Context: an optimization exercise on an open-source flow, tuned for small area, a short achievable clock period and few clock cycles per item. The choices shown serve that exercise and are no tape-out recipe. In this exercise RTL edits were held to simulation tests only and were not proved equivalent to the original. Power is estimated from default activity; no workload was simulated.

==> flow/design.v (excerpt) <==
module masked_byte_pattern_search (
  input  wire          clk_i,
  input  wire          rst_ni,
  input  wire          cfg_we_i,
  input  wire [5:0]    cfg_pattern_length_i,
  input  wire          in_valid_i,
  output logic         in_ready_o,
  input  wire          mode_i,
  input  wire [4:0]    element_index_i,
  input  wire [7:0]    byte_value_i,
  input  wire          wildcard_req_i,
  input  wire          last_byte_i,
  output logic         out_valid_o,
  input  wire          out_ready_i,
  output logic         found_o,
  output logic [15:0]  match_offset_o
);
==> module masked_byte_pattern_search, before the edit <==
module masked_byte_pattern_search (
  input  wire          clk_i,
  input  wire          rst_ni,
  input  wire          cfg_we_i,
  input  wire [5:0]    cfg_pattern_length_i,
  input  wire          in_valid_i,
  output logic         in_ready_o,
  input  wire          mode_i,
  input  wire [4:0]    element_index_i,
  input  wire [7:0]    byte_value_i,
  input  wire          wildcard_req_i,
  input  wire          last_byte_i,
  output logic         out_valid_o,
  input  wire          out_ready_i,
  output logic         found_o,
  output logic [15:0]  match_offset_o
);
  localparam int unsigned PatternMax = 32;
  localparam int unsigned IdxW       = 5;
  localparam int unsigned ByteW      = 8;
  localparam int unsigned CountW     = 16;
  localparam logic        ModeScan   = 1'b1;
  logic [5:0]        len_q;
  logic              busy_q;
  logic              in_valid_q, b_scan_q, b_last_q;
  logic              closed_q;    
  logic              rep_q;       
  logic              en_q;        
  logic [CountW-1:0] off_q;       
  logic              out_valid_q, found_q;
  logic              accept, apply, exec, scan, match, hit;
  logic              taken_q, fresh_q, match_q, match_use;
  logic              ld_go_q, ld_wild_q;
  logic [IdxW-1:0]   ld_idx_q;
  logic [ByteW-1:0]  ld_data_q;
  logic              rep_cur, en_cur, sat;
  logic [CountW-1:0] off_cur;
  logic [CountW:0]   off_inc;
  logic [CountW-1:0] sat_val;
  logic [PatternMax*ByteW-1:0] pat_row;
  logic [PatternMax-1:0]       wild_row;
  always_ff @(posedge clk_i or negedge rst_ni) begin
    if (!rst_ni) begin
      len_q <= 6'd1;
    end else if (cfg_we_i) begin
      if (cfg_pattern_length_i[5]) begin
        len_q <= 6'(PatternMax);
      end else if (cfg_pattern_length_i[4:0] == '0) begin
        len_q <= 6'd1;
      end else begin
        len_q <= cfg_pattern_length_i;
      end
    end
  end
  assign exec       = in_valid_q && (!out_valid_q || out_ready_i);
  assign in_ready_o = !busy_q || out_ready_i;
  assign accept     = in_valid_i && in_ready_o;
  assign apply      = in_valid_i && !taken_q;
  assign scan       = exec && (b_scan_q == ModeScan);
  always_ff @(posedge clk_i or negedge rst_ni) begin
    if (!rst_ni) begin
      in_valid_q <= 1'b0;
    end else begin
      in_valid_q <= in_valid_d;
    end
  end
  always_ff @(posedge clk_i) begin
    if (accept) begin
      b_scan_q <= mode_i;
      b_last_q <= last_byte_i;
    end
  end
  mbps_pattern_store #(
    .PatternMax (PatternMax),
    .IdxW       (IdxW),
    .ByteW      (ByteW)
  ) u_store (
    .clk_i        (clk_i),
    .load_write_i (ld_go_q),
    .load_idx_i   (ld_idx_q),
    .load_data_i  (ld_data_q),
    .load_wild_i  (ld_wild_q),
    .pat_o        (pat_row),
    .wild_o       (wild_row)
  );
  logic [PatternMax*ByteW-1:0]     win_q;
  logic [(PatternMax+1)*ByteW-1:0] up_row;
  logic [PatternMax-1:0]           take_new, take_up, tap_ok;
  logic                            shift, keep;
  assign shift  = apply && (mode_i == ModeScan);
  assign up_row = {{ByteW{1'b0}}, win_q};
  always_comb begin
    keep = !shift;
    for (int unsigned j = 0; j < PatternMax; j++) begin
      take_new[j] = shift && (j == PatternMax - 1 || 6'(j + 1) >= len_q);
      take_up[j]  = shift && !(j == PatternMax - 1 || 6'(j + 1) >= len_q);
    end
  end
  for (genvar j = 0; j < PatternMax; j++) begin : g_pos
    for (genvar b = 0; b < ByteW; b++) begin : g_bit
      mbps_window_bit u_bit (
        .clk_i      (clk_i),
        .keep_i     (keep),
        .take_new_i (take_new[j]),
        .take_up_i  (take_up[j]),
        .new_i      (byte_value_i[b]),
        .up_i       (up_row[(j+1)*ByteW + b]),
        .q_o        (win_q[j*ByteW + b])
      );
    end
  end
  always_comb begin
    for (int unsigned j = 0; j < PatternMax; j++) begin
      tap_ok[j] = (6'(j) >= len_q) || wild_row[j] ||
                  (pat_row[j*ByteW +: ByteW] == win_q[j*ByteW +: ByteW]);
    end
    match = &tap_ok;
  end
  always_ff @(posedge clk_i or negedge rst_ni) begin
    if (!rst_ni) begin
      ld_go_q <= 1'b0;
    end else begin
      ld_go_q <= apply && (mode_i != ModeScan);
    end
  end
  always_ff @(posedge clk_i) begin
    ld_idx_q  <= element_index_i;
    ld_data_q <= byte_value_i;
    ld_wild_q <= wildcard_req_i;
  end
  always_ff @(posedge clk_i or negedge rst_ni) begin
    if (!rst_ni) begin
      taken_q <= 1'b0;
      fresh_q <= 1'b0;
    end else begin
      taken_q <= in_valid_i && !in_ready_o;
      fresh_q <= accept;
    end
  end
  always_ff @(posedge clk_i) begin
    if (fresh_q) begin
      match_q <= match;
    end
  end
  assign match_use = fresh_q ? match : match_q;
  always_comb begin
    sat_val = ~{10'd0, len_q};
    off_inc = {1'b0, off_q} + (CountW + 1)'(1);
    sat     = en_q && (off_q == sat_val);
    if (closed_q) begin
      rep_cur = 1'b0;
      en_cur  = (len_q == 6'd1);
      off_cur = CountW'(1) - CountW'(len_q);
    end else begin
      rep_cur = rep_q;
      en_cur  = en_q || off_inc[CountW];
      off_cur = (rep_q || sat) ? off_q : off_inc[CountW-1:0];
    end
    hit = !rep_cur && en_cur && match_use;
  end
  logic in_valid_d, out_valid_d;
  assign in_valid_d  = in_ready_o ? in_valid_i : in_valid_q;
  assign out_valid_d = exec ? (scan && (hit || (b_last_q && !rep_cur)))
                            : (out_valid_q && !out_ready_i);
  always_ff @(posedge clk_i or negedge rst_ni) begin
    if (!rst_ni) begin
      busy_q <= 1'b0;
    end else begin
      busy_q <= in_valid_d && out_valid_d;
    end
  end
  always_ff @(posedge clk_i or negedge rst_ni) begin
    if (!rst_ni) begin
      closed_q    <= 1'b1;
      out_valid_q <= 1'b0;
    end else begin
      if (scan) begin
        closed_q <= b_last_q;
      end
      out_valid_q <= out_valid_d;
    end
  end
  always_ff @(posedge clk_i) begin
    if (scan) begin
      rep_q   <= rep_cur || hit;
      en_q    <= en_cur;
      off_q   <= (b_last_q && !rep_cur && !hit) ? '0 : off_cur;
      found_q <= hit;
    end
  end
  assign out_valid_o    = out_valid_q;
  assign found_o        = found_q;
  assign match_offset_o = off_q;
endmodule
clock: 7.0 ns
lec_check: 0
cap_margin: 20
core_margin: 2
core_utilization: 50
cts_cluster_diameter: 100
cts_cluster_size: 30
setup_slack_margin: 3.9
slew_margin: 20
synth_hierarchical: 1
run.sh (not shown) runs the stock make flow with config.mk's settings and CLKGATE_MAP_FILE= SYNTH_SCRIPT=/design/flow/synth_recipe.tcl, a recipe that flattens the netlist after the stock synthesis.
Testbench counts at the start, summed over its fixed seeds: cycles 35,837, items 35,633.
Edit:
--- a/flow/design.v
+++ b/flow/design.v
@@ -80,4 +80,5 @@
   logic [PatternMax*ByteW-1:0] pat_row;
   logic [PatternMax-1:0]       wild_row;
+  logic              in_valid_d, out_valid_d;
   always_ff @(posedge clk_i or negedge rst_ni) begin
     if (!rst_ni) begin
@@ -199,5 +200,4 @@
     hit = !rep_cur && en_cur && match_use;
   end
-  logic in_valid_d, out_valid_d;
   assign in_valid_d  = in_ready_o ? in_valid_i : in_valid_q;
   assign out_valid_d = exec ? (scan && (hit || (b_last_q && !rep_cur)))
Die area does not change. Worst setup slack stays the same. Combinational power hardly moves. Hold slack does not change. Clock power barely changes. Wire length is unchanged. Power is unchanged. Design area stays the same. Synthesized area is unchanged. Non-clock buffer count does not change. Sequential cell count stays the same. Via count does not change. Clock-buffer cell count does not change.
Testbench counts after the change, summed over its fixed seeds: cycles 35,837, items 35,633.

-- port drivers added, routing unchanged --
The results above use ideal ports. As a check the final layouts listed here were re-extracted and re-timed, cells and wires unchanged.
Step 1: set_driving_cell puts a clkbuf_16 on clk_i and a buf_2 on each other input, an assumption about the parent block.
Step 2 also shifts input and output timing later by t, the mid clock arrival at the registers, as if the neighbouring blocks saw the same clock.
a / b / c = ideal / step 1 / step 2; a / b = the first two.
run | shift t [ns] | setup slack, ns | pins driven straight from the clock port
the first run | 0.631 | 3.856 / 3.836 / 3.410 | 1
the second run | 0.631 | 3.856 / 3.836 / 3.410 | 1
After both steps every run listed still meets setup and hold.
